Context: an optimization exercise on an open-source flow, tuned for small area, a short achievable clock period and few clock cycles per item. The choices shown serve that exercise and are no tape-out recipe. Function was checked by simulation only, so behaviour that the tests miss may differ from the original.

==> inputs of v25 <==
==> flow/design.v (excerpt) <==
module ascon_hash_top (
    input  logic              clk,
    input  logic              rst_i,
    input  logic              start_i,
    output logic              busy_o,
    output logic              done_o,
    input  hash_pkg::block_t  s_tdata_i,
    input  hash_pkg::keep_t   s_tkeep_i,
    input  logic              s_tlast_i,
    input  logic              s_tvalid_i,
    output logic              s_tready_o,
    output hash_pkg::block_t  m_tdata_o,
    output logic              m_tlast_o,
    output logic              m_tvalid_o,
    input  logic              m_tready_i
);
clock: 10.0 ns
lec_check: 0
cap_margin: 20
core_margin: 2
core_utilization: 40
place_density: 0.75
setup_slack_margin: 5.0
slew_margin: 20
standard.sh (not shown) runs the stock make flow with config.mk's settings and CLKGATE_MAP_FILE= SYNTH_SCRIPT=/design/flow/synth_recipe.tcl, a recipe that flattens the netlist after the stock synthesis.
==> flow/flow/run.sh <==
#!/bin/bash
# Standard layout, except that ABC maps the combinational logic with an
# area-oriented script (flow/abc_speed.script). Registers are untouched.
set -euo pipefail
cp -r "$FLOW_HOME/scripts" myscripts
cp flow/abc_speed.script myscripts/abc_speed.script
bash standard.sh SCRIPTS_DIR="$PWD/myscripts" SETUP_SLACK_MARGIN=5.5 finish > standard.log 2>&1
==> flow/flow/abc_speed.script <==
&get -n
&st
&dch
&nf -a -R 1000
&put
topo
stime -c
==> v36: changes against v25 <==
==> flow/flow/run.sh (replaced) <==
#!/bin/bash
# The standard layout (standard.sh, all ORFS steps) with three changes:
#  - ABC maps the combinational logic with the area-oriented script in
#    flow/abc_speed.script (registers are mapped before ABC, unchanged);
#  - repair_timing aims for 5.5 ns of setup slack (SETUP_SLACK_MARGIN);
#  - ports are buffered with buf_2 instead of the default delay buffer.
# ORFS writes each tool's log under orfs/logs/; make's output goes to
# standard.log.
set -euo pipefail
cp -r "$FLOW_HOME/scripts" myscripts
cp flow/abc_speed.script myscripts/abc_speed.script
bash standard.sh SCRIPTS_DIR="$PWD/myscripts" SETUP_SLACK_MARGIN=5.5 \
    BUFFER_PORTS_ARGS="-buffer_cell sky130_fd_sc_hd__buf_2" finish > standard.log 2>&1
- CTS_CLUSTER_DIAMETER: not set -> 110
- CTS_CLUSTER_SIZE: not set -> 20
- PLACE_DENSITY: 0.75 -> not set
==> metrics.log <==
[metrics] status: no timing/DRC/antenna violations
[metrics] share of cell area taken by multi-input logic gates: 73.35%
[metrics] Final #Nets: 5,169
[metrics] maximum level of the CTS H-tree: 1
[metrics] worst path buffer plus inverter count: 1
[metrics] Total Routing Usage GR: 48.89%
[metrics] number of multi-input combinational cells: around 3,900
[metrics] slack of the worst reg-to-reg path: 5170 ps
[metrics] post-layout utilization of the core: 50.85%
[metrics] n_diodes: 9
[metrics] hpwl dp: 206,800 µm
[metrics] Storage cell area: 0.006598 mm²
[metrics] setup slack after placement: just over 4000 ps
[metrics] highest cell delay on the worst timing path: slightly below 700 ps
[metrics] Via density: approximately 5.9
[end of results for v36]
==> metrics.log <==
[metrics] Via density: between 5 and 6
[metrics] highest cell delay on the worst timing path: between 600 and 700 ps
[metrics] Storage cell area: 0.006600 mm²
[metrics] n_diodes: 2
[metrics] slack of the worst reg-to-reg path: 5320 ps
[metrics] clock-pin slew reported for the worst setup and hold paths after clock tree synthesis: 60 ps
[metrics] worst path buffer plus inverter count: 0
[metrics] status: no timing/DRC/antenna violations
[metrics] Total Routing Usage GR: 48.80%
[metrics] number of hold-repair buffers added at the cts stage: 0
[metrics] post-layout utilization of the core: 52.41%
[metrics] number of multi-input combinational cells: 3,879
[metrics] setup slack after placement: 4117 ps
[metrics] share of cell area taken by multi-input logic gates: a little under three quarters
[metrics] maximum level of the CTS H-tree: 2
[metrics] Final #Nets: 5,192
[end of results for v25]
Testbench counts of v25, summed over its fixed seeds: cycles 21,306, bytes 20,059.
Testbench counts of v36, summed over its fixed seeds: cycles 21,306, bytes 20,059.

---

==> inputs of ember <==
ascon_hash_top again, from the RTL that the note above started with.
Settings: LEC_CHECK=0, CAP_MARGIN=20, CORE_MARGIN=2, CORE_UTILIZATION=40, CTS_CLUSTER_DIAMETER=110, CTS_CLUSTER_SIZE=20, SETUP_SLACK_MARGIN=5.0, SLEW_MARGIN=20; clock period 10.0 ns.
==> flow/flow/run.sh <==
#!/bin/bash
# The standard layout (standard.sh, all ORFS steps) with three changes:
#  - ABC maps the combinational logic with the area-oriented script in
#    flow/abc_speed.script (registers are mapped before ABC, unchanged);
#  - repair_timing aims for 5.5 ns of setup slack (SETUP_SLACK_MARGIN);
#  - ports are buffered with buf_2 instead of the default delay buffer.
# ORFS writes each tool's log under orfs/logs/; make's output goes to
# standard.log.
set -euo pipefail
cp -r "$FLOW_HOME/scripts" myscripts
cp flow/abc_speed.script myscripts/abc_speed.script
bash standard.sh SCRIPTS_DIR="$PWD/myscripts" SETUP_SLACK_MARGIN=5.65 \
    BUFFER_PORTS_ARGS="-buffer_cell sky130_fd_sc_hd__buf_2" finish > standard.log 2>&1
Scripts as last shown in full above: flow/flow/abc_speed.script
==> harbor (differences from ember) <==
==> flow/run.sh (new file) <==
#!/bin/bash
# synth_recipe.tcl (not shown) runs the flow's synth.tcl, then flattens the netlist and writes it again
# the make line also repeats each setting of config.mk as NAME=value (left out here)
make -C /OpenROAD-flow-scripts/flow DESIGN_CONFIG=/design/flow/config.mk WORK_HOME=/design/flow/orfs CLKGATE_MAP_FILE= SYNTH_SCRIPT=/design/flow/synth_recipe.tcl finish
Settings changed: CORE_UTILIZATION 40 to 50, CTS_CLUSTER_DIAMETER 110 to not set, CTS_CLUSTER_SIZE 20 to not set.
removed: flow/flow/run.sh
removed: flow/flow/abc_speed.script
removed: flow/standard.sh
==> results.sh <==
export IMPL_start_util=0.506
export IMPL_fin_skew_ns=0.0431
export IMPL_fp_dieH_um=303
export IMPL_nets=4713
export IMPL_firstDrtPassIters=8
export IMPL_placed_cells=5492
export IMPL_synth_area_top_cells="xnor3_1, xnor2_1, dfxtp_1"
export IMPL_nonClkBufAreaFrac=0.0505
export IMPL_synth_top_area_cell="xnor3_1"
export IMPL_multi_input_gates=3381
export IMPL_cts_setup_buffers=0
export IMPL_timing_rr_start="state_q[88]$_SDFFE_PN0N_"
export IMPL_grt_first_pass_wirelength_mm=320
export IMPL_antennaDiodeCount=19
export IMPL_status="complete, no violations"
[end of results for harbor]
==> results.sh <==
export IMPL_status="complete, no violations"
export IMPL_nets=5230
export IMPL_fin_skew_ns=0.0405
export IMPL_synthCells=4465
export IMPL_start_util=0.404
export IMPL_synth_area_top_cells="xnor2_1, dfxtp_1, xor2_1"
export IMPL_multi_input_gates=3877
export IMPL_timing_rr_start="state_q[40]$_SDFFE_PN1N_"
export IMPL_firstDrtPassIters=6
export IMPL_cts_setup_buffers=35
export IMPL_synth_edf_count=0
export IMPL_dp_hpwl_mm=207
export IMPL_layout_commonest_cell="xnor2_1"
export IMPL_placed_cells=6028
export IMPL_synth_top_area_cell="xnor2_1"
export IMPL_rsz0062_at_grt="true"
export IMPL_fp_dieH_um=311
[end of results for ember]
Testbench counts of ember, summed over its fixed seeds: cycles 21,306, bytes 20,059.
Testbench counts of harbor, summed over its fixed seeds: cycles 21,306, bytes 20,059.

## what the ideal ports hide
The flow's constraints put no driver on any port. The routed layouts listed below were extracted and timed again, unchanged, in two steps. Step 1 sets driving cells, clkbuf_16 on the clock port and buf_2 on the other inputs (assumed; they add their load-dependent delay and slew). Step 2 also shifts input and output timing later by t, the mid clock arrival at the registers, as if the neighbouring blocks saw the same clock. a / b / c = ideal ports / drivers / drivers and shift; a / b = the first two.
run	t, ns	slack for setup (ns)	hold WS [ns]	worst data-port slew with drivers (ns)
v25	0.715	5.323 / 5.323 / 4.978	0.474 / 0.474 / 0.474	0.07
v36	0.713	5.166 / 5.166 / 5.166	0.473 / 0.473 / 0.473	0.09
ember	0.726	5.462 / 5.462 / 5.192	0.477 / 0.477 / 0.477	0.09
harbor	0.732	4.726 / 4.726 / 4.342	0.465 / 0.465 / 0.465	0.05
After both steps setup and hold are still met in every run listed. For harbor, which loses most, drivers alone change the setup slack by 0.000 ns; drivers and shift together by -0.384 ns.
